Background: an optimization exercise with open tools, aiming at small area and a short achievable clock period. Do not read the settings as production practice. The RTL was checked by simulation tests, not by an equivalence proof against the original design. No activity file was given, so power comes from the tool's default toggle rates.

--- design.v ---
package corePkg;
	localparam int wordWidth = 32;
	localparam int regIndexWidth = 4;
	localparam int regCount = 16;
	typedef logic [wordWidth-1:0] wordT;
	typedef logic [regIndexWidth-1:0] regIndexT;
	localparam logic [8:0] opAdd = 9'h1B6;
	localparam logic [8:0] opRsub = 9'h1B8;
	localparam logic [8:0] opAnd = 9'h106;
	localparam logic [8:0] opSll = 9'h08C;
	localparam logic [8:0] opSrl = 9'h08D;
	localparam logic [8:0] opJ = 9'h1FF;
	localparam logic [8:0] opJal = 9'h1FE;
	localparam logic [8:0] opJalr = 9'h1DD;
	localparam logic [8:0] opJr = 9'h1ED;
endpackage
`timescale 1ns/1ps
module instructionDecoder (
	input logic [8:0] opcode,
	output logic isAdd,
	output logic isRsub,
	output logic isAnd,
	output logic isSll,
	output logic isSrl,
	output logic isJ,
	output logic isJal,
	output logic isJalr,
	output logic isJr
);
	assign isAdd = (opcode == corePkg::opAdd);
	assign isRsub = (opcode == corePkg::opRsub);
	assign isAnd = (opcode == corePkg::opAnd);
	assign isSll = (opcode == corePkg::opSll);
	assign isSrl = (opcode == corePkg::opSrl);
	assign isJ = (opcode == corePkg::opJ);
	assign isJal = (opcode == corePkg::opJal);
	assign isJalr = (opcode == corePkg::opJalr);
	assign isJr = (opcode == corePkg::opJr);
endmodule
`timescale 1ns/1ps
module registerFile (
	input logic clk,
	input logic reset,
	input corePkg::regIndexT srcA,
	input corePkg::regIndexT srcB,
	input corePkg::regIndexT writeReg,
	input logic regWriteEnable,
	input corePkg::wordT writeData,
	input logic useImmediate,
	input logic useRegister,
	input corePkg::wordT immediate,
	output corePkg::wordT operandA,
	output corePkg::wordT second,
	output logic secondTooWide
);
	corePkg::wordT regs [corePkg::regCount];
	logic [corePkg::regCount-1:0] tooWide;
	logic [corePkg::regCount-1:0] valid;
	logic [corePkg::regCount-1:0] writeSel;
	logic [corePkg::regCount-1:0] selA;
	logic [corePkg::regCount-1:0] selB;
	always_comb begin
		for (int i = 0; i < corePkg::regCount; i++)
			writeSel[i] = regWriteEnable && (writeReg == corePkg::regIndexT'(i));
	end
	readSelect decodeA (
		.index(srcA),
		.valid(valid),
		.sel(selA)
	);
	readSelect decodeB (
		.index(srcB),
		.valid(valid),
		.sel(selB)
	);
	always_ff @(posedge clk) begin
		for (int i = 0; i < corePkg::regCount; i++) begin
			if (writeSel[i]) begin
				regs[i] <= writeData;
				tooWide[i] <= |writeData[31:5];
			end
		end
	end
	always_ff @(posedge clk) begin
		if (reset)
			valid <= '0;
		else
			valid <= valid | writeSel;
	end
	corePkg::wordT readB;
	always_comb begin
		operandA = '0;
		readB = '0;
		for (int i = 0; i < corePkg::regCount; i++) begin
			operandA = operandA | (regs[i] & {corePkg::wordWidth{selA[i]}});
			readB = readB | (regs[i] & {corePkg::wordWidth{selB[i]}});
		end
	end
	assign secondTooWide = (useRegister && |(tooWide & selB))
		|| (useImmediate && |immediate[11:5]);
	assign second = (readB & {corePkg::wordWidth{useRegister}})
		| (immediate & {corePkg::wordWidth{useImmediate}});
endmodule
module readSelect (
	input corePkg::regIndexT index,
	input logic [corePkg::regCount-1:0] valid,
	output logic [corePkg::regCount-1:0] sel
);
	always_comb begin
		for (int i = 0; i < corePkg::regCount; i++)
			sel[i] = valid[i] && (index == corePkg::regIndexT'(i));
	end
endmodule
`timescale 1ns/1ps
module executeUnit (
	input corePkg::wordT operandA,
	input corePkg::wordT second,
	input logic secondTooWide,
	input logic isAdd,
	input logic isRsub,
	input logic isAnd,
	input logic isSll,
	input logic isSrl,
	input logic isLink,
	input corePkg::wordT pcPlusOne,
	output corePkg::wordT writeData,
	output corePkg::wordT writeDataReg
);
	corePkg::wordT sumN;
	corePkg::wordT earlyN;
	corePkg::wordT level1;
	corePkg::wordT level2;
	corePkg::wordT leftN;
	corePkg::wordT rightN;
	corePkg::wordT shiftIn;
	logic [3:0] sel1;
	logic [3:0] sel2;
	logic shiftTooWide;
	logic selSllLo, selSllHi, selSrlLo, selSrlHi;
	prefixAdder adder (
		.a(second),
		.b(operandA),
		.invB(isRsub),
		.enable(isAdd | isRsub),
		.sumN(sumN)
	);
	assign shiftTooWide = secondTooWide;
	always_comb begin
		for (int k = 0; k < 4; k++) begin
			sel1[k] = (second[1:0] == 2'(k));
			sel2[k] = (second[3:2] == 2'(k));
		end
	end
	assign selSllLo = isSll & ~shiftTooWide & ~second[4];
	assign selSllHi = isSll & ~shiftTooWide & second[4];
	assign selSrlLo = isSrl & ~shiftTooWide & ~second[4];
	assign selSrlHi = isSrl & ~shiftTooWide & second[4];
	always_comb begin
		for (int i = 0; i < corePkg::wordWidth; i++)
			shiftIn[i] = isSrl ? operandA[corePkg::wordWidth-1-i] : operandA[i];
	end
	shiftLevel #(.step(1)) shift1 (
		.a(shiftIn),
		.sel(sel1),
		.y(level1)
	);
	shiftLevel #(.step(4)) shift2 (
		.a(level1),
		.sel(sel2),
		.y(level2)
	);
	always_comb begin
		for (int i = 0; i < corePkg::wordWidth; i++) begin
			earlyN[i] = ~((isAnd & operandA[i] & second[i]) | (isLink & pcPlusOne[i]));
			leftN[i] = ~((selSllLo & level2[i]) | (selSllHi & (i >= 16 ? level2[(i + 16) % 32] : 1'b0)));
			rightN[i] = ~((selSrlLo & level2[31 - i]) | (selSrlHi & (i <= 15 ? level2[(47 - i) % 32] : 1'b0)));
		end
	end
	for (genvar i = 0; i < corePkg::wordWidth; i++) begin : result
		nand4Cell pick (
			.a(sumN[i]),
			.b(earlyN[i]),
			.c(leftN[i]),
			.d(rightN[i]),
			.y(writeData[i])
		);
		nand4Cell pickReg (
			.a(sumN[i]),
			.b(earlyN[i]),
			.c(leftN[i]),
			.d(rightN[i]),
			.y(writeDataReg[i])
		);
	end
endmodule
module shiftLevel #(
	parameter int step = 1
) (
	input corePkg::wordT a,
	input logic [3:0] sel,
	output corePkg::wordT y
);
	always_comb begin
		for (int i = 0; i < 32; i++) begin
			y[i] = 1'b0;
			for (int k = 0; k < 4; k++)
				if (i - step * k >= 0)
					y[i] = y[i] | (sel[k] & a[i - step * k]);
		end
	end
endmodule
module nand4Cell (
	input logic a,
	input logic b,
	input logic c,
	input logic d,
	output logic y
);
	assign y = ~(a & b & c & d);
endmodule
module prefixAdder (
	input logic [31:0] a,
	input logic [31:0] b,
	input logic invB,
	input logic enable,
	output logic [31:0] sumN
);
	logic [31:0] prop;
	logic [31:0] gen0;
	logic [31:0] pickZero;
	logic [31:0] pickOne;
	logic g0c;
	logic G1_31;
	logic P1_31;
	logic G1_30;
	logic P1_30;
	logic G1_29;
	logic P1_29;
	logic G1_28;
	logic P1_28;
	logic G1_27;
	logic P1_27;
	logic G1_26;
	logic P1_26;
	logic G1_25;
	logic P1_25;
	logic G1_24;
	logic P1_24;
	logic G1_23;
	logic P1_23;
	logic G1_22;
	logic P1_22;
	logic G1_21;
	logic P1_21;
	logic G1_20;
	logic P1_20;
	logic G1_19;
	logic P1_19;
	logic G1_18;
	logic P1_18;
	logic G1_17;
	logic P1_17;
	logic G1_16;
	logic P1_16;
	logic G1_15;
	logic P1_15;
	logic G1_14;
	logic P1_14;
	logic G1_13;
	logic P1_13;
	logic G1_12;
	logic P1_12;
	logic G1_11;
	logic P1_11;
	logic G1_10;
	logic P1_10;
	logic G1_9;
	logic P1_9;
	logic G1_8;
	logic P1_8;
	logic G1_7;
	logic P1_7;
	logic G1_6;
	logic P1_6;
	logic G1_5;
	logic P1_5;
	logic G1_4;
	logic P1_4;
	logic G1_3;
	logic P1_3;
	logic G1_2;
	logic P1_2;
	logic G1_1;
	logic G2_31;
	logic P2_31;
	logic G2_30;
	logic P2_30;
	logic G2_29;
	logic P2_29;
	logic G2_28;
	logic P2_28;
	logic G2_27;
	logic P2_27;
	logic G2_26;
	logic P2_26;
	logic G2_25;
	logic P2_25;
	logic G2_24;
	logic P2_24;
	logic G2_23;
	logic P2_23;
	logic G2_22;
	logic P2_22;
	logic G2_21;
	logic P2_21;
	logic G2_20;
	logic P2_20;
	logic G2_19;
	logic P2_19;
	logic G2_18;
	logic P2_18;
	logic G2_17;
	logic P2_17;
	logic G2_16;
	logic P2_16;
	logic G2_15;
	logic P2_15;
	logic G2_14;
	logic P2_14;
	logic G2_13;
	logic P2_13;
	logic G2_12;
	logic P2_12;
	logic G2_11;
	logic P2_11;
	logic G2_10;
	logic P2_10;
	logic G2_9;
	logic P2_9;
	logic G2_8;
	logic P2_8;
	logic G2_7;
	logic P2_7;
	logic G2_6;
	logic P2_6;
	logic G2_5;
	logic P2_5;
	logic G2_4;
	logic P2_4;
	logic G2_3;
	logic g0n;
	logic G2_2;
	logic G3_31;
	logic P3_31;
	logic G3_30;
	logic P3_30;
	logic G3_29;
	logic P3_29;
	logic G3_28;
	logic P3_28;
	logic G3_27;
	logic P3_27;
	logic G3_26;
	logic P3_26;
	logic G3_25;
	logic P3_25;
	logic G3_24;
	logic P3_24;
	logic G3_23;
	logic P3_23;
	logic G3_22;
	logic P3_22;
	logic G3_21;
	logic P3_21;
	logic G3_20;
	logic P3_20;
	logic G3_19;
	logic P3_19;
	logic G3_18;
	logic P3_18;
	logic G3_17;
	logic P3_17;
	logic G3_16;
	logic P3_16;
	logic G3_15;
	logic P3_15;
	logic G3_14;
	logic P3_14;
	logic G3_13;
	logic P3_13;
	logic G3_12;
	logic P3_12;
	logic G3_11;
	logic P3_11;
	logic G3_10;
	logic P3_10;
	logic G3_9;
	logic P3_9;
	logic G3_8;
	logic P3_8;
	logic G3_7;
	logic G3_6;
	logic g1t;
	logic G3_5;
	logic G3_4;
	logic G4_31;
	logic P4_31;
	logic G4_30;
	logic P4_30;
	logic G4_29;
	logic P4_29;
	logic G4_28;
	logic P4_28;
	logic G4_27;
	logic P4_27;
	logic G4_26;
	logic P4_26;
	logic G4_25;
	logic P4_25;
	logic G4_24;
	logic P4_24;
	logic G4_23;
	logic P4_23;
	logic G4_22;
	logic P4_22;
	logic G4_21;
	logic P4_21;
	logic G4_20;
	logic P4_20;
	logic G4_19;
	logic P4_19;
	logic G4_18;
	logic P4_18;
	logic G4_17;
	logic P4_17;
	logic G4_16;
	logic P4_16;
	logic G4_15;
	logic G4_14;
	logic G4_13;
	logic G4_12;
	logic g3n;
	logic G4_11;
	logic g2n;
	logic G4_10;
	logic G4_9;
	logic G4_8;
	logic G5_31;
	logic G5_30;
	logic G5_29;
	logic G5_28;
	logic G5_27;
	logic G5_26;
	logic G5_25;
	logic G5_24;
	logic g7t;
	logic G5_23;
	logic g6t;
	logic G5_22;
	logic g5t;
	logic G5_21;
	logic g4t;
	logic G5_20;
	logic G5_19;
	logic G5_18;
	logic G5_17;
	logic G5_16;
	for (genvar k = 0; k < 32; k++) begin : bits
		pgGen pg (.a(a[k]), .b(b[k]), .invB(invB), .g(gen0[k]), .p(prop[k]));
		sumPre pre (.p(prop[k]), .enable(enable), .pickZero(pickZero[k]), .pickOne(pickOne[k]));
	end
	assign g0c = gen0[0] | (prop[0] & invB);
	blackCellT bc0_31 (.gHi(gen0[31]), .pHi(prop[31]), .gLo(gen0[30]), .pLo(prop[30]), .g(G1_31), .p(P1_31));
	blackCellT bc0_30 (.gHi(gen0[30]), .pHi(prop[30]), .gLo(gen0[29]), .pLo(prop[29]), .g(G1_30), .p(P1_30));
	blackCellT bc0_29 (.gHi(gen0[29]), .pHi(prop[29]), .gLo(gen0[28]), .pLo(prop[28]), .g(G1_29), .p(P1_29));
	blackCellT bc0_28 (.gHi(gen0[28]), .pHi(prop[28]), .gLo(gen0[27]), .pLo(prop[27]), .g(G1_28), .p(P1_28));
	blackCellT bc0_27 (.gHi(gen0[27]), .pHi(prop[27]), .gLo(gen0[26]), .pLo(prop[26]), .g(G1_27), .p(P1_27));
	blackCellT bc0_26 (.gHi(gen0[26]), .pHi(prop[26]), .gLo(gen0[25]), .pLo(prop[25]), .g(G1_26), .p(P1_26));
	blackCellT bc0_25 (.gHi(gen0[25]), .pHi(prop[25]), .gLo(gen0[24]), .pLo(prop[24]), .g(G1_25), .p(P1_25));
	blackCellT bc0_24 (.gHi(gen0[24]), .pHi(prop[24]), .gLo(gen0[23]), .pLo(prop[23]), .g(G1_24), .p(P1_24));
	blackCellT bc0_23 (.gHi(gen0[23]), .pHi(prop[23]), .gLo(gen0[22]), .pLo(prop[22]), .g(G1_23), .p(P1_23));
	blackCellT bc0_22 (.gHi(gen0[22]), .pHi(prop[22]), .gLo(gen0[21]), .pLo(prop[21]), .g(G1_22), .p(P1_22));
	blackCellT bc0_21 (.gHi(gen0[21]), .pHi(prop[21]), .gLo(gen0[20]), .pLo(prop[20]), .g(G1_21), .p(P1_21));
	blackCellT bc0_20 (.gHi(gen0[20]), .pHi(prop[20]), .gLo(gen0[19]), .pLo(prop[19]), .g(G1_20), .p(P1_20));
	blackCellT bc0_19 (.gHi(gen0[19]), .pHi(prop[19]), .gLo(gen0[18]), .pLo(prop[18]), .g(G1_19), .p(P1_19));
	blackCellT bc0_18 (.gHi(gen0[18]), .pHi(prop[18]), .gLo(gen0[17]), .pLo(prop[17]), .g(G1_18), .p(P1_18));
	blackCellT bc0_17 (.gHi(gen0[17]), .pHi(prop[17]), .gLo(gen0[16]), .pLo(prop[16]), .g(G1_17), .p(P1_17));
	blackCellT bc0_16 (.gHi(gen0[16]), .pHi(prop[16]), .gLo(gen0[15]), .pLo(prop[15]), .g(G1_16), .p(P1_16));
	blackCellT bc0_15 (.gHi(gen0[15]), .pHi(prop[15]), .gLo(gen0[14]), .pLo(prop[14]), .g(G1_15), .p(P1_15));
	blackCellT bc0_14 (.gHi(gen0[14]), .pHi(prop[14]), .gLo(gen0[13]), .pLo(prop[13]), .g(G1_14), .p(P1_14));
	blackCellT bc0_13 (.gHi(gen0[13]), .pHi(prop[13]), .gLo(gen0[12]), .pLo(prop[12]), .g(G1_13), .p(P1_13));
	blackCellT bc0_12 (.gHi(gen0[12]), .pHi(prop[12]), .gLo(gen0[11]), .pLo(prop[11]), .g(G1_12), .p(P1_12));
	blackCellT bc0_11 (.gHi(gen0[11]), .pHi(prop[11]), .gLo(gen0[10]), .pLo(prop[10]), .g(G1_11), .p(P1_11));
	blackCellT bc0_10 (.gHi(gen0[10]), .pHi(prop[10]), .gLo(gen0[9]), .pLo(prop[9]), .g(G1_10), .p(P1_10));
	blackCellT bc0_9 (.gHi(gen0[9]), .pHi(prop[9]), .gLo(gen0[8]), .pLo(prop[8]), .g(G1_9), .p(P1_9));
	blackCellT bc0_8 (.gHi(gen0[8]), .pHi(prop[8]), .gLo(gen0[7]), .pLo(prop[7]), .g(G1_8), .p(P1_8));
	blackCellT bc0_7 (.gHi(gen0[7]), .pHi(prop[7]), .gLo(gen0[6]), .pLo(prop[6]), .g(G1_7), .p(P1_7));
	blackCellT bc0_6 (.gHi(gen0[6]), .pHi(prop[6]), .gLo(gen0[5]), .pLo(prop[5]), .g(G1_6), .p(P1_6));
	blackCellT bc0_5 (.gHi(gen0[5]), .pHi(prop[5]), .gLo(gen0[4]), .pLo(prop[4]), .g(G1_5), .p(P1_5));
	blackCellT bc0_4 (.gHi(gen0[4]), .pHi(prop[4]), .gLo(gen0[3]), .pLo(prop[3]), .g(G1_4), .p(P1_4));
	blackCellT bc0_3 (.gHi(gen0[3]), .pHi(prop[3]), .gLo(gen0[2]), .pLo(prop[2]), .g(G1_3), .p(P1_3));
	blackCellT bc0_2 (.gHi(gen0[2]), .pHi(prop[2]), .gLo(gen0[1]), .pLo(prop[1]), .g(G1_2), .p(P1_2));
	grayCellT gc0_1 (.gHi(gen0[1]), .pHi(prop[1]), .gLo(g0c), .g(G1_1));
	blackCellF bc1_31 (.gHi(G1_31), .pHi(P1_31), .gLo(G1_29), .pLo(P1_29), .g(G2_31), .p(P2_31));
	blackCellF bc1_30 (.gHi(G1_30), .pHi(P1_30), .gLo(G1_28), .pLo(P1_28), .g(G2_30), .p(P2_30));
	blackCellF bc1_29 (.gHi(G1_29), .pHi(P1_29), .gLo(G1_27), .pLo(P1_27), .g(G2_29), .p(P2_29));
	blackCellF bc1_28 (.gHi(G1_28), .pHi(P1_28), .gLo(G1_26), .pLo(P1_26), .g(G2_28), .p(P2_28));
	blackCellF bc1_27 (.gHi(G1_27), .pHi(P1_27), .gLo(G1_25), .pLo(P1_25), .g(G2_27), .p(P2_27));
	blackCellF bc1_26 (.gHi(G1_26), .pHi(P1_26), .gLo(G1_24), .pLo(P1_24), .g(G2_26), .p(P2_26));
	blackCellF bc1_25 (.gHi(G1_25), .pHi(P1_25), .gLo(G1_23), .pLo(P1_23), .g(G2_25), .p(P2_25));
	blackCellF bc1_24 (.gHi(G1_24), .pHi(P1_24), .gLo(G1_22), .pLo(P1_22), .g(G2_24), .p(P2_24));
	blackCellF bc1_23 (.gHi(G1_23), .pHi(P1_23), .gLo(G1_21), .pLo(P1_21), .g(G2_23), .p(P2_23));
	blackCellF bc1_22 (.gHi(G1_22), .pHi(P1_22), .gLo(G1_20), .pLo(P1_20), .g(G2_22), .p(P2_22));
	blackCellF bc1_21 (.gHi(G1_21), .pHi(P1_21), .gLo(G1_19), .pLo(P1_19), .g(G2_21), .p(P2_21));
	blackCellF bc1_20 (.gHi(G1_20), .pHi(P1_20), .gLo(G1_18), .pLo(P1_18), .g(G2_20), .p(P2_20));
	blackCellF bc1_19 (.gHi(G1_19), .pHi(P1_19), .gLo(G1_17), .pLo(P1_17), .g(G2_19), .p(P2_19));
	blackCellF bc1_18 (.gHi(G1_18), .pHi(P1_18), .gLo(G1_16), .pLo(P1_16), .g(G2_18), .p(P2_18));
	blackCellF bc1_17 (.gHi(G1_17), .pHi(P1_17), .gLo(G1_15), .pLo(P1_15), .g(G2_17), .p(P2_17));
	blackCellF bc1_16 (.gHi(G1_16), .pHi(P1_16), .gLo(G1_14), .pLo(P1_14), .g(G2_16), .p(P2_16));
	blackCellF bc1_15 (.gHi(G1_15), .pHi(P1_15), .gLo(G1_13), .pLo(P1_13), .g(G2_15), .p(P2_15));
	blackCellF bc1_14 (.gHi(G1_14), .pHi(P1_14), .gLo(G1_12), .pLo(P1_12), .g(G2_14), .p(P2_14));
	blackCellF bc1_13 (.gHi(G1_13), .pHi(P1_13), .gLo(G1_11), .pLo(P1_11), .g(G2_13), .p(P2_13));
	blackCellF bc1_12 (.gHi(G1_12), .pHi(P1_12), .gLo(G1_10), .pLo(P1_10), .g(G2_12), .p(P2_12));
	blackCellF bc1_11 (.gHi(G1_11), .pHi(P1_11), .gLo(G1_9), .pLo(P1_9), .g(G2_11), .p(P2_11));
	blackCellF bc1_10 (.gHi(G1_10), .pHi(P1_10), .gLo(G1_8), .pLo(P1_8), .g(G2_10), .p(P2_10));
	blackCellF bc1_9 (.gHi(G1_9), .pHi(P1_9), .gLo(G1_7), .pLo(P1_7), .g(G2_9), .p(P2_9));
	blackCellF bc1_8 (.gHi(G1_8), .pHi(P1_8), .gLo(G1_6), .pLo(P1_6), .g(G2_8), .p(P2_8));
	blackCellF bc1_7 (.gHi(G1_7), .pHi(P1_7), .gLo(G1_5), .pLo(P1_5), .g(G2_7), .p(P2_7));
	blackCellF bc1_6 (.gHi(G1_6), .pHi(P1_6), .gLo(G1_4), .pLo(P1_4), .g(G2_6), .p(P2_6));
	blackCellF bc1_5 (.gHi(G1_5), .pHi(P1_5), .gLo(G1_3), .pLo(P1_3), .g(G2_5), .p(P2_5));
	blackCellF bc1_4 (.gHi(G1_4), .pHi(P1_4), .gLo(G1_2), .pLo(P1_2), .g(G2_4), .p(P2_4));
	grayCellF gc1_3 (.gHi(G1_3), .pHi(P1_3), .gLo(G1_1), .g(G2_3));
	assign g0n = ~g0c;
	grayCellF gc1_2 (.gHi(G1_2), .pHi(P1_2), .gLo(g0n), .g(G2_2));
	blackCellT bc2_31 (.gHi(G2_31), .pHi(P2_31), .gLo(G2_27), .pLo(P2_27), .g(G3_31), .p(P3_31));
	blackCellT bc2_30 (.gHi(G2_30), .pHi(P2_30), .gLo(G2_26), .pLo(P2_26), .g(G3_30), .p(P3_30));
	blackCellT bc2_29 (.gHi(G2_29), .pHi(P2_29), .gLo(G2_25), .pLo(P2_25), .g(G3_29), .p(P3_29));
	blackCellT bc2_28 (.gHi(G2_28), .pHi(P2_28), .gLo(G2_24), .pLo(P2_24), .g(G3_28), .p(P3_28));
	blackCellT bc2_27 (.gHi(G2_27), .pHi(P2_27), .gLo(G2_23), .pLo(P2_23), .g(G3_27), .p(P3_27));
	blackCellT bc2_26 (.gHi(G2_26), .pHi(P2_26), .gLo(G2_22), .pLo(P2_22), .g(G3_26), .p(P3_26));
	blackCellT bc2_25 (.gHi(G2_25), .pHi(P2_25), .gLo(G2_21), .pLo(P2_21), .g(G3_25), .p(P3_25));
	blackCellT bc2_24 (.gHi(G2_24), .pHi(P2_24), .gLo(G2_20), .pLo(P2_20), .g(G3_24), .p(P3_24));
	blackCellT bc2_23 (.gHi(G2_23), .pHi(P2_23), .gLo(G2_19), .pLo(P2_19), .g(G3_23), .p(P3_23));
	blackCellT bc2_22 (.gHi(G2_22), .pHi(P2_22), .gLo(G2_18), .pLo(P2_18), .g(G3_22), .p(P3_22));
	blackCellT bc2_21 (.gHi(G2_21), .pHi(P2_21), .gLo(G2_17), .pLo(P2_17), .g(G3_21), .p(P3_21));
	blackCellT bc2_20 (.gHi(G2_20), .pHi(P2_20), .gLo(G2_16), .pLo(P2_16), .g(G3_20), .p(P3_20));
	blackCellT bc2_19 (.gHi(G2_19), .pHi(P2_19), .gLo(G2_15), .pLo(P2_15), .g(G3_19), .p(P3_19));
	blackCellT bc2_18 (.gHi(G2_18), .pHi(P2_18), .gLo(G2_14), .pLo(P2_14), .g(G3_18), .p(P3_18));
	blackCellT bc2_17 (.gHi(G2_17), .pHi(P2_17), .gLo(G2_13), .pLo(P2_13), .g(G3_17), .p(P3_17));
	blackCellT bc2_16 (.gHi(G2_16), .pHi(P2_16), .gLo(G2_12), .pLo(P2_12), .g(G3_16), .p(P3_16));
	blackCellT bc2_15 (.gHi(G2_15), .pHi(P2_15), .gLo(G2_11), .pLo(P2_11), .g(G3_15), .p(P3_15));
	blackCellT bc2_14 (.gHi(G2_14), .pHi(P2_14), .gLo(G2_10), .pLo(P2_10), .g(G3_14), .p(P3_14));
	blackCellT bc2_13 (.gHi(G2_13), .pHi(P2_13), .gLo(G2_9), .pLo(P2_9), .g(G3_13), .p(P3_13));
	blackCellT bc2_12 (.gHi(G2_12), .pHi(P2_12), .gLo(G2_8), .pLo(P2_8), .g(G3_12), .p(P3_12));
	blackCellT bc2_11 (.gHi(G2_11), .pHi(P2_11), .gLo(G2_7), .pLo(P2_7), .g(G3_11), .p(P3_11));
	blackCellT bc2_10 (.gHi(G2_10), .pHi(P2_10), .gLo(G2_6), .pLo(P2_6), .g(G3_10), .p(P3_10));
	blackCellT bc2_9 (.gHi(G2_9), .pHi(P2_9), .gLo(G2_5), .pLo(P2_5), .g(G3_9), .p(P3_9));
	blackCellT bc2_8 (.gHi(G2_8), .pHi(P2_8), .gLo(G2_4), .pLo(P2_4), .g(G3_8), .p(P3_8));
	grayCellT gc2_7 (.gHi(G2_7), .pHi(P2_7), .gLo(G2_3), .g(G3_7));
	grayCellT gc2_6 (.gHi(G2_6), .pHi(P2_6), .gLo(G2_2), .g(G3_6));
	assign g1t = ~G1_1;
	grayCellT gc2_5 (.gHi(G2_5), .pHi(P2_5), .gLo(g1t), .g(G3_5));
	grayCellT gc2_4 (.gHi(G2_4), .pHi(P2_4), .gLo(g0c), .g(G3_4));
	blackCellF bc3_31 (.gHi(G3_31), .pHi(P3_31), .gLo(G3_23), .pLo(P3_23), .g(G4_31), .p(P4_31));
	blackCellF bc3_30 (.gHi(G3_30), .pHi(P3_30), .gLo(G3_22), .pLo(P3_22), .g(G4_30), .p(P4_30));
	blackCellF bc3_29 (.gHi(G3_29), .pHi(P3_29), .gLo(G3_21), .pLo(P3_21), .g(G4_29), .p(P4_29));
	blackCellF bc3_28 (.gHi(G3_28), .pHi(P3_28), .gLo(G3_20), .pLo(P3_20), .g(G4_28), .p(P4_28));
	blackCellF bc3_27 (.gHi(G3_27), .pHi(P3_27), .gLo(G3_19), .pLo(P3_19), .g(G4_27), .p(P4_27));
	blackCellF bc3_26 (.gHi(G3_26), .pHi(P3_26), .gLo(G3_18), .pLo(P3_18), .g(G4_26), .p(P4_26));
	blackCellF bc3_25 (.gHi(G3_25), .pHi(P3_25), .gLo(G3_17), .pLo(P3_17), .g(G4_25), .p(P4_25));
	blackCellF bc3_24 (.gHi(G3_24), .pHi(P3_24), .gLo(G3_16), .pLo(P3_16), .g(G4_24), .p(P4_24));
	blackCellF bc3_23 (.gHi(G3_23), .pHi(P3_23), .gLo(G3_15), .pLo(P3_15), .g(G4_23), .p(P4_23));
	blackCellF bc3_22 (.gHi(G3_22), .pHi(P3_22), .gLo(G3_14), .pLo(P3_14), .g(G4_22), .p(P4_22));
	blackCellF bc3_21 (.gHi(G3_21), .pHi(P3_21), .gLo(G3_13), .pLo(P3_13), .g(G4_21), .p(P4_21));
	blackCellF bc3_20 (.gHi(G3_20), .pHi(P3_20), .gLo(G3_12), .pLo(P3_12), .g(G4_20), .p(P4_20));
	blackCellF bc3_19 (.gHi(G3_19), .pHi(P3_19), .gLo(G3_11), .pLo(P3_11), .g(G4_19), .p(P4_19));
	blackCellF bc3_18 (.gHi(G3_18), .pHi(P3_18), .gLo(G3_10), .pLo(P3_10), .g(G4_18), .p(P4_18));
	blackCellF bc3_17 (.gHi(G3_17), .pHi(P3_17), .gLo(G3_9), .pLo(P3_9), .g(G4_17), .p(P4_17));
	blackCellF bc3_16 (.gHi(G3_16), .pHi(P3_16), .gLo(G3_8), .pLo(P3_8), .g(G4_16), .p(P4_16));
	grayCellF gc3_15 (.gHi(G3_15), .pHi(P3_15), .gLo(G3_7), .g(G4_15));
	grayCellF gc3_14 (.gHi(G3_14), .pHi(P3_14), .gLo(G3_6), .g(G4_14));
	grayCellF gc3_13 (.gHi(G3_13), .pHi(P3_13), .gLo(G3_5), .g(G4_13));
	grayCellF gc3_12 (.gHi(G3_12), .pHi(P3_12), .gLo(G3_4), .g(G4_12));
	assign g3n = ~G2_3;
	grayCellF gc3_11 (.gHi(G3_11), .pHi(P3_11), .gLo(g3n), .g(G4_11));
	assign g2n = ~G2_2;
	grayCellF gc3_10 (.gHi(G3_10), .pHi(P3_10), .gLo(g2n), .g(G4_10));
	grayCellF gc3_9 (.gHi(G3_9), .pHi(P3_9), .gLo(G1_1), .g(G4_9));
	grayCellF gc3_8 (.gHi(G3_8), .pHi(P3_8), .gLo(g0n), .g(G4_8));
	grayCellT gc4_31 (.gHi(G4_31), .pHi(P4_31), .gLo(G4_15), .g(G5_31));
	grayCellT gc4_30 (.gHi(G4_30), .pHi(P4_30), .gLo(G4_14), .g(G5_30));
	grayCellT gc4_29 (.gHi(G4_29), .pHi(P4_29), .gLo(G4_13), .g(G5_29));
	grayCellT gc4_28 (.gHi(G4_28), .pHi(P4_28), .gLo(G4_12), .g(G5_28));
	grayCellT gc4_27 (.gHi(G4_27), .pHi(P4_27), .gLo(G4_11), .g(G5_27));
	grayCellT gc4_26 (.gHi(G4_26), .pHi(P4_26), .gLo(G4_10), .g(G5_26));
	grayCellT gc4_25 (.gHi(G4_25), .pHi(P4_25), .gLo(G4_9), .g(G5_25));
	grayCellT gc4_24 (.gHi(G4_24), .pHi(P4_24), .gLo(G4_8), .g(G5_24));
	assign g7t = ~G3_7;
	grayCellT gc4_23 (.gHi(G4_23), .pHi(P4_23), .gLo(g7t), .g(G5_23));
	assign g6t = ~G3_6;
	grayCellT gc4_22 (.gHi(G4_22), .pHi(P4_22), .gLo(g6t), .g(G5_22));
	assign g5t = ~G3_5;
	grayCellT gc4_21 (.gHi(G4_21), .pHi(P4_21), .gLo(g5t), .g(G5_21));
	assign g4t = ~G3_4;
	grayCellT gc4_20 (.gHi(G4_20), .pHi(P4_20), .gLo(g4t), .g(G5_20));
	grayCellT gc4_19 (.gHi(G4_19), .pHi(P4_19), .gLo(G2_3), .g(G5_19));
	grayCellT gc4_18 (.gHi(G4_18), .pHi(P4_18), .gLo(G2_2), .g(G5_18));
	grayCellT gc4_17 (.gHi(G4_17), .pHi(P4_17), .gLo(g1t), .g(G5_17));
	grayCellT gc4_16 (.gHi(G4_16), .pHi(P4_16), .gLo(g0c), .g(G5_16));
	sumMux sm0 (.carry(invB), .pickZero(pickZero[0]), .pickOne(pickOne[0]), .y(sumN[0]));
	sumMux sm1 (.carry(g0c), .pickZero(pickZero[1]), .pickOne(pickOne[1]), .y(sumN[1]));
	sumMux sm2 (.carry(g1t), .pickZero(pickZero[2]), .pickOne(pickOne[2]), .y(sumN[2]));
	sumMux sm3 (.carry(G2_2), .pickZero(pickZero[3]), .pickOne(pickOne[3]), .y(sumN[3]));
	sumMux sm4 (.carry(G2_3), .pickZero(pickZero[4]), .pickOne(pickOne[4]), .y(sumN[4]));
	sumMux sm5 (.carry(g4t), .pickZero(pickZero[5]), .pickOne(pickOne[5]), .y(sumN[5]));
	sumMux sm6 (.carry(g5t), .pickZero(pickZero[6]), .pickOne(pickOne[6]), .y(sumN[6]));
	sumMux sm7 (.carry(g6t), .pickZero(pickZero[7]), .pickOne(pickOne[7]), .y(sumN[7]));
	sumMux sm8 (.carry(g7t), .pickZero(pickZero[8]), .pickOne(pickOne[8]), .y(sumN[8]));
	sumMux sm9 (.carry(G4_8), .pickZero(pickZero[9]), .pickOne(pickOne[9]), .y(sumN[9]));
	sumMux sm10 (.carry(G4_9), .pickZero(pickZero[10]), .pickOne(pickOne[10]), .y(sumN[10]));
	sumMux sm11 (.carry(G4_10), .pickZero(pickZero[11]), .pickOne(pickOne[11]), .y(sumN[11]));
	sumMux sm12 (.carry(G4_11), .pickZero(pickZero[12]), .pickOne(pickOne[12]), .y(sumN[12]));
	sumMux sm13 (.carry(G4_12), .pickZero(pickZero[13]), .pickOne(pickOne[13]), .y(sumN[13]));
	sumMux sm14 (.carry(G4_13), .pickZero(pickZero[14]), .pickOne(pickOne[14]), .y(sumN[14]));
	sumMux sm15 (.carry(G4_14), .pickZero(pickZero[15]), .pickOne(pickOne[15]), .y(sumN[15]));
	sumMux sm16 (.carry(G4_15), .pickZero(pickZero[16]), .pickOne(pickOne[16]), .y(sumN[16]));
	sumMux sm17 (.carry(G5_16), .pickZero(pickOne[17]), .pickOne(pickZero[17]), .y(sumN[17]));
	sumMux sm18 (.carry(G5_17), .pickZero(pickOne[18]), .pickOne(pickZero[18]), .y(sumN[18]));
	sumMux sm19 (.carry(G5_18), .pickZero(pickOne[19]), .pickOne(pickZero[19]), .y(sumN[19]));
	sumMux sm20 (.carry(G5_19), .pickZero(pickOne[20]), .pickOne(pickZero[20]), .y(sumN[20]));
	sumMux sm21 (.carry(G5_20), .pickZero(pickOne[21]), .pickOne(pickZero[21]), .y(sumN[21]));
	sumMux sm22 (.carry(G5_21), .pickZero(pickOne[22]), .pickOne(pickZero[22]), .y(sumN[22]));
	sumMux sm23 (.carry(G5_22), .pickZero(pickOne[23]), .pickOne(pickZero[23]), .y(sumN[23]));
	sumMux sm24 (.carry(G5_23), .pickZero(pickOne[24]), .pickOne(pickZero[24]), .y(sumN[24]));
	sumMux sm25 (.carry(G5_24), .pickZero(pickOne[25]), .pickOne(pickZero[25]), .y(sumN[25]));
	sumMux sm26 (.carry(G5_25), .pickZero(pickOne[26]), .pickOne(pickZero[26]), .y(sumN[26]));
	sumMux sm27 (.carry(G5_26), .pickZero(pickOne[27]), .pickOne(pickZero[27]), .y(sumN[27]));
	sumMux sm28 (.carry(G5_27), .pickZero(pickOne[28]), .pickOne(pickZero[28]), .y(sumN[28]));
	sumMux sm29 (.carry(G5_28), .pickZero(pickOne[29]), .pickOne(pickZero[29]), .y(sumN[29]));
	sumMux sm30 (.carry(G5_29), .pickZero(pickOne[30]), .pickOne(pickZero[30]), .y(sumN[30]));
	sumMux sm31 (.carry(G5_30), .pickZero(pickOne[31]), .pickOne(pickZero[31]), .y(sumN[31]));
endmodule
module pgGen (
	input logic a,
	input logic b,
	input logic invB,
	output logic g,
	output logic p
);
	logic bx;
	assign bx = b ^ invB;
	assign g = a & bx;
	assign p = a ^ bx;
endmodule
module sumPre (
	input logic p,
	input logic enable,
	output logic pickZero,
	output logic pickOne
);
	assign pickZero = enable & p;
	assign pickOne = enable & ~p;
endmodule
module sumMux (
	input logic carry,
	input logic pickZero,
	input logic pickOne,
	output logic y
);
	assign y = ~(carry ? pickOne : pickZero);
endmodule
module blackCellT (
	input logic gHi,
	input logic pHi,
	input logic gLo,
	input logic pLo,
	output logic g,
	output logic p
);
	assign g = ~(gHi | (pHi & gLo));
	assign p = ~(pHi & pLo);
endmodule
module blackCellF (
	input logic gHi,
	input logic pHi,
	input logic gLo,
	input logic pLo,
	output logic g,
	output logic p
);
	assign g = ~(gHi & (pHi | gLo));
	assign p = ~(pHi | pLo);
endmodule
module grayCellT (
	input logic gHi,
	input logic pHi,
	input logic gLo,
	output logic g
);
	assign g = ~(gHi | (pHi & gLo));
endmodule
module grayCellF (
	input logic gHi,
	input logic pHi,
	input logic gLo,
	output logic g
);
	assign g = ~(gHi & (pHi | gLo));
endmodule
`timescale 1ns/1ps
module programCounter #(
	parameter logic [31:0] resetAddress = '0
) (
	input logic clk,
	input logic reset,
	input logic jump,
	input logic jumpReg,
	input logic [22:0] jumpField,
	input corePkg::wordT operandA,
	output corePkg::wordT pc,
	output corePkg::wordT pcPlusOne
);
	corePkg::wordT nextPc;
	assign pcPlusOne = pc + corePkg::wordT'(1);
	always_comb begin
		if (jumpReg)
			nextPc = operandA;
		else if (jump)
			nextPc = {pcPlusOne[31:23], jumpField};
		else
			nextPc = pcPlusOne;
	end
	always_ff @(posedge clk) begin
		if (reset)
			pc <= resetAddress;
		else
			pc <= nextPc;
	end
endmodule
`timescale 1ns/1ps
module coreTop #(
	parameter logic [31:0] resetAddress = '0
) (
	input logic clk,
	input logic reset,
	input corePkg::wordT instr,
	output corePkg::wordT pc,
	output logic regWriteEnable,
	output corePkg::regIndexT writeReg,
	output corePkg::wordT writeData
);
	logic isAdd, isRsub, isAnd, isSll, isSrl, isJ, isJal, isJalr, isJr;
	corePkg::wordT operandA;
	corePkg::wordT second;
	corePkg::wordT immediate;
	logic useImmediate;
	logic useRegister;
	corePkg::wordT pcPlusOne;
	corePkg::wordT writeDataReg;
	logic secondTooWide;
	instructionDecoder decoder (
		.opcode(instr[31:23]),
		.isAdd(isAdd),
		.isRsub(isRsub),
		.isAnd(isAnd),
		.isSll(isSll),
		.isSrl(isSrl),
		.isJ(isJ),
		.isJal(isJal),
		.isJalr(isJalr),
		.isJr(isJr)
	);
	assign regWriteEnable = isAdd | isRsub | isAnd | isSll | isSrl | isJal | isJalr;
	assign writeReg = isJal ? 4'd0 : instr[22:19];
	assign useImmediate = (instr[18:16] == 3'b000);
	assign useRegister = |instr[18:16];
	assign immediate = {{20{instr[15] & (isAdd | isRsub)}}, instr[15:4]};
	registerFile regFile (
		.clk(clk),
		.reset(reset),
		.srcA(instr[3:0]),
		.srcB(instr[7:4]),
		.writeReg(writeReg),
		.regWriteEnable(regWriteEnable),
		.writeData(writeDataReg),
		.useImmediate(useImmediate),
		.useRegister(useRegister),
		.immediate(immediate),
		.operandA(operandA),
		.second(second),
		.secondTooWide(secondTooWide)
	);
	executeUnit execute (
		.operandA(operandA),
		.second(second),
		.secondTooWide(secondTooWide),
		.isAdd(isAdd),
		.isRsub(isRsub),
		.isAnd(isAnd),
		.isSll(isSll),
		.isSrl(isSrl),
		.isLink(isJal | isJalr),
		.pcPlusOne(pcPlusOne),
		.writeData(writeData),
		.writeDataReg(writeDataReg)
	);
	programCounter #(
		.resetAddress(resetAddress)
	) pcUnit (
		.clk(clk),
		.reset(reset),
		.jump(isJ | isJal),
		.jumpReg(isJalr | isJr),
		.jumpField(instr[22:0]),
		.operandA(operandA),
		.pc(pc),
		.pcPlusOne(pcPlusOne)
	);
endmodule
--- flow/run.sh ---
#!/bin/bash
# The standard layout (the standard.sh, all ORFS steps), with the port buffers that
# buffer_ports inserts made plain buf_2 cells instead of the library's default pick.
set -euo pipefail
export BUFFER_PORTS_ARGS="-buffer_cell sky130_fd_sc_hd__buf_2"
bash standard.sh finish > standard_flow.log 2>&1
--- standard.sh ---
#!/bin/bash
# synth_recipe.tcl (not shown) runs the flow's synth.tcl, then flattens the netlist and writes it again
# the make line also repeats each setting of config.mk as NAME=value (left out here)
make -C /OpenROAD-flow-scripts/flow DESIGN_CONFIG=/design/flow/config.mk WORK_HOME=/design/flow/orfs CLKGATE_MAP_FILE= SYNTH_SCRIPT=/design/flow/synth_recipe.tcl "${@:-finish}"
--- config.mk ---
export PLATFORM = sky130hd
export DESIGN_NAME = coreTop
export DESIGN_NICKNAME = coreTop
export VERILOG_FILES = /design/flow/design.v
export SDC_FILE = /design/flow/constraint.sdc
export NUM_CORES = 4
export LEC_CHECK = 0
export CAP_MARGIN = 20
export CORE_MARGIN = 2
export CORE_UTILIZATION = 45
export CTS_CLUSTER_DIAMETER = 100
export CTS_CLUSTER_SIZE = 22
export SETUP_SLACK_MARGIN = 3
export SLEW_MARGIN = 20
export SYNTH_HIERARCHICAL = 1
--- constraint.sdc ---
create_clock -name core_clock -period 12.0 [get_ports {clk}]
set_input_delay 2.4000 -clock core_clock [delete_from_list [all_inputs] [get_ports {clk}]]
set_output_delay 2.4000 -clock core_clock [all_outputs]
set_load 0.01 [all_outputs]
==> summary.md, run 1 <==
| Metric | Value |
|---|---|
| Status | complete, no violations |
| Dominant synthesized flop cell | edfxtp_1 |
| H-tree Lvls | 1 |
| Clock share of power | 33.8% |
| Cell-internal power | 2660 µW |
| Distinct cells, synth | 64 |
| CTS tree | done |
| Max Clock Freq | 111 MHz |
| # DRC | 0 |
| CTS root buf | clkbuf_16 |
| RSZ-0062 raised after global routing | false |
| Register area share after synthesis | 54.3% |
| 1st-iter DRT viols | 4394 |
| Tcrit/Tclk final | 74.9% |
| Total wire length | 135 mm |
| Vias per cell | 7.55 |
| Pwr/cell area | 98.4 nW/µm² |
| RePlAce Congestion | 1.01 |
| CP arrival | between 6000 and 7000 ps |
| Die height | 266 µm |
| Crit Path Max Fanout | 29 |
| Synthesized area | 31000 µm² |
| Register area | 16800 µm² |
| Post-layout util | 50.0% |
| Slowest CP cell | a222oi_1 |
| Cells after Synth | 2506 |
| Cell Chain, Critical Path | clkbuf_4 -> and2_1 -> and3_4 -> buf_12 -> a22o_1 -> a221oi_1 -> nand4_1 -> a22o_4 -> and2_1 -> buf_4 -> a22oi_1 -> nand2_1 -> a222oi_1 -> inv_1 -> mux2_2 -> nand2_1 -> nand4_1 -> buf_2 |
| LEAKAGE | 0.0131 µW |
| R2R depth | 16 |
| TritonCTS buffer count | 30 |
| Period minus WS final | 8990 ps |
| Vias in the first global route | 25048 |
| Comb power frac | under 10% |
| Cell with the most instances after synthesis | edfxtp_1 |
| VDD IR max | 0.107 mV |
| Max-slew violation count | 0 |
| Num Clock Sinks | 576 |
| Die area | just over 70000 µm² |
| First-pass GRT wire length | 186 mm |
| Post-CTS Hold Buffers | 0 |
| Critical Setup Path Class | primary input to primary output |
| Largest net degree at the start of global routing | 65 |
| Cell Rows | 96 |
| CP endpoint kind | primary output |
| Final Cell Area | 34200 µm² |
| Setup crit end | writeData[6] |
| Clock transition at path regs | 90 ps |
| Worst Skew | about 55 ps |
| Sequential power share | between 60 and 70% |
| NetSw | 698 µW |
| Critical Path Source | instr[6] |
| Fillers | 6001 |
| Total power | 3360 µW |
| Mapped Nets | 2573 |
| Hpwl dp | 84.8 mm |
| Routed vias | 26534 |
| Count of input and output buffers | 102 |
| Final ANT Viol Nets | 0 |
| Maxcap violations | 0 |
| Core area | 68300 µm² |
| Layout area overhead | 10.3% |
| CTS max path bufs | 3 |
| Hold WC Path Type | register to register |
| Worst reg2reg setup slack | 5350 ps |
| Largest cells by area after synthesis | edfxtp_1 (51%), a22o_1 (8.3%), a221oi_1 (6.9%) |
| Reg-to-reg endpoint | regFile.tooWide[1] |
| Commonest cells in the netlist | edfxtp_1 (528), a22o_1 (293), a221oi_1 (244) |
| Layout cells sized above 1 | 24.6% |
| Rel. slew slack | 22.9% |
| Ys Warns | 13 |
| Total GRT Usage | 37.0% |
| Wire per inst | between 30 and 40 µm |
| Overall die width | 266 µm |
| Switching share of total power | 20.8% |
| DR pass1 iterations | 7 |
| Initial Util | 45.3% |
| R2R Path Start | regFile.valid[3] |
| Setup TNS after final layout | 0 ps |
| DP Area | 32200 µm² |
| Clock Latency Late Sink | 670 ps |
| Area leader, netlist | edfxtp_1 |
| Yosys reg bits | 576 |
| GR Overflow Total | 0 |
| Worst EP required | 9600 ps |
| Layout Nets | 2676 |
| Final Setup Violations | 0 |
| Number of synthesized flops with an enable pin | roughly 530 |
| Yosys top cell area share | 51.2% |
| Multi-input gate area | 13500 µm² |
| Startpoint types | primary input |
| Asr flop ratio synth | 0% |
| I/O pin cnt | 103 |
| Slew @ Worst Pin | 1150 ps |
| Antenna violations before repair | 4 |
| CP max stage delay | 420 ps |
| Syn Area/Cell | 12.4 µm² |
| Fin. Hold Viols | 0 |
## state kept, by name, indices dropped and copies added (netlist names)
name / count
regFile.valid: 16
pcUnit.pc: 32
regFile.regs: 512
regFile.tooWide: 16
## cell type report
class | instances | share of cell area [%]
Sequential cell | 576 | 49.2
Multi-Input combinational cell | 1727 | 39.4
Timing Repair Buffer | 248 | 5.25
Tap cell | 882 | 3.23
Clock buffer | 50 | 2.42
Inverter | 26 | 0.286
Clock inverter | 6 | 0.209
Antenna cell | 1 | 0.00732
## worst max-delay path, delay by kind of cell
kind                   cells  cell delay (ps)
multiplexers               1              300
buffers and inverters      5             1000
AO/OA/AOI/OAI              5             1430
AND/OR/NAND/NOR            7             1410
## stage by stage
stage	instances	setup slack, ps	hold slack, ps
finish	3516	3010	524
CTS	3487	3000	517
detailed placement	3375	2580	504
global route	3515	3010	551
global placement	3375	2570	496
floorplan	2506	3320	446
## cells by family (layout without fill, tap and decap cells)
kind of cell / Yosys count / count (layout) / synth area share (%)
AO/OA/AOI/OAI: 890 / 890 / 24.5
AND/OR/NAND/NOR: 662 / 662 / 11.7
flip-flops: 576 / 576 / 54.3
buffers and inverters: 203 / 330 / 3.65
multiplexers: 82 / 82 / 2.84
XOR/XNOR: 60 / 60 / 1.70
adder cells (fa/ha/maj): 33 / 33 / 1.33
other: 0 / 1 / 0
## metal layers
metal,routed length (µm),track usage [%],vias up
li1,-,-,10586
met1,49400,47.5,13120
met2,59000,56.8,2241
met3,16200,8.64,585
met4,10500,22.9,2
met5,18,0,-
## power by group through the flow
| stage | sequential [µW] | combinational, µW | clock [µW] |
|---|---|---|---|
| CTS | 2160 | 63.1 | 1150 |
| finish | 2160 | 67.6 | 1140 |
| floorplan | 2200 | 33.2 | 0 |
| detailed placement | 2200 | 62.1 | 0 |
| global route | 2160 | 69.9 | 1210 |
| global placement | 2200 | 62.0 | 0 |
## worst min-delay path by stage
stage,start,endpoint,slack (ps),depth (start not counted)
final,regFile.valid[7],regFile.valid[7],520,2
after global routing,regFile.valid[6],regFile.valid[6],550,2
after CTS,regFile.valid[4],regFile.valid[4],520,2
after detailed placement,regFile.valid[4],regFile.valid[4],500,2
after global placement,regFile.valid[0],regFile.valid[0],500,2
after floorplan,regFile.valid[0],regFile.valid[0],450,2
## modules after synthesis (local to each module, per instance), a selection
module	flops+latches	cell area, µm²
instructionDecoder	0	130
blackCellF	0	12.5
registerFile	544	22500
readSelect	0	160
nand4Cell	0	6.26
grayCellT	0	8.76
sumMux	0	10.0
blackCellT	0	12.5
prefixAdder	0	38.8
coreTop	0	75.1
executeUnit	0	1270
## cell usage in the layout (no fill, tap or decap), drive strengths merged, types with 48 or more instances in the layout
master and instances:
dfxtp 48, mux2 48, edfxtp 528, buf 246, a221oi 260, nand4 141, nor2 110, nand2 194
a22oi 104, clkbuf 52, a22o 298, o21ai 61, a21oi 93
## what timing repair did
action	CTS	global route
pin swaps	27	28
resized for setup	37	67
setup endpoints to repair	31	29
setup buffers	56	27
==> run 2: changes to the inputs <==
==> run.sh (new file) <==
#!/bin/bash
# synth_recipe.tcl (not shown) runs the flow's synth.tcl, then flattens the netlist and writes it again
# the make line also repeats each setting of config.mk as NAME=value (left out here)
make -C /OpenROAD-flow-scripts/flow DESIGN_CONFIG=/design/flow/config.mk WORK_HOME=/design/flow/orfs CLKGATE_MAP_FILE= SYNTH_SCRIPT=/design/flow/synth_recipe.tcl finish
removed: flow/run.sh
removed: standard.sh
==> summary.md, run 2 <==
| Metric | Value |
|---|---|
| Status | complete, no violations |
| TritonCTS buffer count | 31 (+3.3%) |
| R2R Path Start | regFile.valid[4] |
| CTS tree | done |
| Antenna violations before repair | 9 (+5) |
| GR Overflow Total | 0 (unchanged) |
| Setup TNS after final layout | 0 ps (unchanged) |
| Simple-gate share of the synthesized area | 11.7% (unchanged) |
| Share of the synthesized area in compound gates (AO/OA/AOI/OAI) | 24.5% (unchanged) |
| Cell Rows | 96 (unchanged) |
| Layout cells sized above 1 | 25.4% (+0.81 points) |
| Clock Latency Late Sink | 670 ps (about the same) |
| DR pass1 iterations | 6 (-1) |
| LEAKAGE | 0.0136 µW (+3.8%) |
| Startpoint types | primary input |
| # DRC | 0 (unchanged) |
| CP max stage delay | 520 ps (+100 ps) |
| Critical Setup Path Class | primary input to primary output |
| Largest regs | regFile.regs: 512 flops, pcUnit.pc: 32 flops |
| Post-Synth Adder-Cell Area | 1.33% (unchanged) |
| H-tree Lvls | 1 (unchanged) |
| Delay-heaviest family, CP | buffers and inverters |
| Period minus WS final | 9150 ps (+157 ps) |
| Rel. slew slack | 18.2% (-4.7 points) |
| Maxcap violations | 0 (unchanged) |
| Slowest CP cell | clkdlybuf4s50_1 |
| Layout area overhead | 15.8% |
| Post-CTS Hold Buffers | 0 (unchanged) |
| Yosys top cell area share | 51.2% (unchanged) |
| Number of synthesized flops with an enable pin | 528 (unchanged) |
| Pre-CTS setup slack | 1560 ps (-1020 ps) |
| Largest family of logic cells by synthesized area | compound AO/OA/AOI/OAI gates |
| Cell with the most instances after synthesis | edfxtp_1 |
| Overall die width | 266 µm (unchanged) |
| Largest cells by area after synthesis | edfxtp_1 (51%), a22o_1 (8.3%), a221oi_1 (6.9%) |
| Final non-filler cell total | 3566 (+1.4%) |
| Total GRT Usage | 40.1% (+3.1 points) |
| Hold WC Path Type | register to register |
| Worst reg2reg setup slack | 4860 ps (-490 ps) |
| Vias per cell | 7.60 (+0.74%) |
| Initial Util | 45.3% (unchanged) |
| Count of input and output buffers | 102 (unchanged) |
| Clock transition at path regs | 100 ps (about the same) |
| VDD IR max | 0.118 mV (+10%) |
| Area leader, netlist | edfxtp_1 |
| Mapped Nets | 2573 (unchanged) |
| Crit path buffers/inverters | 6 (+1) |
| Layout Nets | 2725 (+1.8%) |
| Routed vias | 27111 (+2.2%) |
| CTS max path bufs | 3 (unchanged) |
| Post-route worst setup slack | 2850 ps (-157 ps) |
| XOR/XNOR Fraction of Synth Area | 1.70% (unchanged) |
| Commonest non-fill, non-tap cell in the layout | edfxtp_1 |
| Die area | 71000 µm² (unchanged) |
| HP Start | regFile.valid[11] |
| Asr flop ratio synth | 0% (unchanged) |
| Crit Path Max Fanout | 28 (-3.4%) |
| Syn Area/Cell | 12.4 µm² (unchanged) |
| R2R depth | 16 (unchanged) |
| Hpwl dp | 88.6 mm (+4.4%) |
| CTS root buf | clkbuf_16 |
| 1st-iter DRT viols | 4357 (-0.84%) |
| Ys Warns | 13 (unchanged) |
| Largest net degree at the start of global routing | 65 (unchanged) |
| Cell Chain, Critical Path | buf_2 -> nor2b_1 -> and3_2 -> buf_8 -> a221oi_1 -> nand4_1 -> a22o_4 -> buf_4 -> nor2b_1 -> buf_4 -> a222oi_1 -> inv_1 -> mux2_2 -> nand2_1 -> nand4_1 -> clkdlybuf4s50_1 |
| Die height | 266 µm (unchanged) |
| Tcrit/Tclk final | 76.2% (+1.3 points) |
| Critical Path Source | instr[5] |
| Setup crit end | writeData[27] |
| Final Setup Violations | 0 (unchanged) |
| Top reg by flops | regFile.regs |
| Commonest cells in the netlist | edfxtp_1 (528), a22o_1 (293), a221oi_1 (244) |
| Final ANT Viol Nets | 0 (unchanged) |
| Mux contribution to synthesized area | 2.84% (unchanged) |
| Max-slew violation count | 0 (unchanged) |
| CP arrival | 6750 ps (+160 ps) |
| Slew @ Worst Pin | 1220 ps (+70.2 ps) |
| Dpl cells | 3384 (+0.27%) |
| Fin. Hold Viols | 0 (unchanged) |
| Most frequent cells in the layout | edfxtp_1 (528), a22o_1 (285), a221oi_1 (234) |
| RePlAce Congestion | 1.08 (+6.7%) |
| Reg-to-reg endpoint | regFile.tooWide[4] |
| CP endpoint kind | primary output |
| Vias in the first global route | 25838 (+3.2%) |
| Worst Skew | 27.9 ps (-26.7 ps) |
| Max Clock Freq | 109 MHz (-1.7%) |
| Register area share after synthesis | 54.3% (unchanged) |
| Num Clock Sinks | 576 (unchanged) |
| Levels on crit path | 16 (-2) |
| Distinct cells, synth | 64 (unchanged) |
| Synthesized area | 31000 µm² (unchanged) |
| Flip-flop count of the largest register after layout | 512 (unchanged) |
| Total wire length | 146 mm (+7.8%) |
| Yosys reg bits | 576 (unchanged) |
| Pwr/cell area | 95.1 nW/µm² (-3.3%) |
| Post-layout util | 52.5% (+2.5 points) |
| Wire per inst | 40.9 µm (+6.3%) |
| Cells after Synth | 2506 (unchanged) |
| Core area | 68300 µm² (unchanged) |
| RSZ-0062 raised after global routing | true |
| Dominant synthesized flop cell | edfxtp_1 |
| Worst EP required | 9600 ps (about the same) |
| First-pass GRT wire length | 200 mm (+7.5%) |
| I/O pin cnt | 103 (unchanged) |
run 2: metal layers:
metal / vias up / global-route usage (%) / share of wire (%)
met1: 13312 / 48.8 / 35
li1: 10727 / - / -
met4: 6 / 28.4 / 9.3
met5: - / 0 / 0.037
met3: 682 / 11.7 / 13
met2: 2384 / 61.2 / 43
run 2: repair_timing:
item                       CTS  global route
buffers inserted            91            15
resized for setup          197           116
gates cloned                15             0
setup endpoints to repair   48            32
pin swaps                   67            46
run 2: worst min-delay path by stage:
stage | endpoint | slack (ps) | cells past startpoint
after floorplan | regFile.valid[0] | 450 | 2
after global placement | regFile.valid[10] | 480 | 2
after detailed placement | regFile.valid[10] | 480 | 2
after CTS | regFile.valid[11] | 510 | 2
after global routing | regFile.valid[11] | 520 | 2
final | regFile.valid[11] | 520 | 2
run 2: stage by stage:
stage / hold WS (ps) / cell area, µm² / power, µW
after floorplan: 446 / 31000 / 2240
after global placement: 482 / 32800 / 2280
after detailed placement: 485 / 32800 / 2280
after CTS: 506 / 35200 / 3410
after global routing: 517 / 35900 / 3490
final: 519 / 35900 / 3410
run 2: cells by family (layout without fill, tap and decap cells):
kind of cell | Yosys count | count (layout)
AO/OA/AOI/OAI | 890 | 890
XOR/XNOR | 60 | 60
adder cells (fa/ha/maj) | 33 | 33
buffers and inverters | 203 | 367
flip-flops | 576 | 576
multiplexers | 82 | 82
other | 0 | 1
AND/OR/NAND/NOR | 662 | 675
run 2: power breakdown:
group / total [µW] / leakage [µW] / internal [µW] / switching [µW]
Combinational: 90.9 / 0.00691 / 31.2 / 59.7
Sequential: 2160 / 0.00624 / 2160 / 2.26
Clock: 1160 / 0.000445 / 497 / 667
Total: 3410 / 0.0136 / 2680 / 729
run 2: final cells by class:
| class | instances | area [µm²] |
|---|---|---|
| sequential | 576 | 16800 |
| inverter | 26 | 101 |
| timing repair buffer | 283 | 2680 |
| multi-input combinational | 1740 | 14200 |
| tap | 882 | 1100 |
| fill | 5818 | 32500 |
| clock inverter | 6 | 73.8 |
| antenna | 1 | 2.50 |
| clock buffer | 52 | 855 |
run 2: worst register-to-register path: stages, from the launching register on:
cell	delay (ps)
dfxtp_1	520
and3_2	400
buf_6	270
a221oi_1	350
nand4_1	460
a22o_4	440
ha_2	350
a21oi_4	230
o21ai_4	130
a21oi_2	170
o21ai_2	100
a21oi_2	250
mux2i_2	360
buf_4	170
nand4_1	910
nor4_1	630
nand4_1	830
run 2: modules after synthesis, one instance, submodules excluded, a selection:
module,cell area (µm²),cells,times used
executeUnit,1270,176,1
instructionDecoder,130,21,1
coreTop,75.1,12,1
sumMux,10.0,1,32
nand4Cell,6.26,1,64
grayCellF,5.00,1,10

afterwards: timing with drivers on the ports:
The results above use ideal ports. As a check the final layouts listed here were re-extracted and re-timed, cells and wires unchanged. Step 1 assumes that a clkbuf_16 drives the clock port and a buf_2 every other input. Step 2 times the ports against the registers' clock, not the clock port: input delays grow and output delays shrink by t, the midpoint of the rising clock arrivals with the driver on. a / b / c = ideal / step 1 / step 2; a / b = the first two.
run | t (ns) | slack for setup (ns) | hold slack, ns | worst data-port slew with drivers (ns) | pins driven straight from the clock port
run 1 | 0.704 | 3.008 / 2.970 / 2.940 | 0.524 / 0.524 / 0.524 | 0.05 | 1
run 2 | 0.714 | 2.851 / 2.830 / 2.648 | 0.519 / 0.519 / 0.519 | 0.04 | 1
After both steps every run listed still meets setup and hold. The setup slack of run 2, which loses most, moves by -0.021 ns with the drivers and by -0.203 ns with both steps.
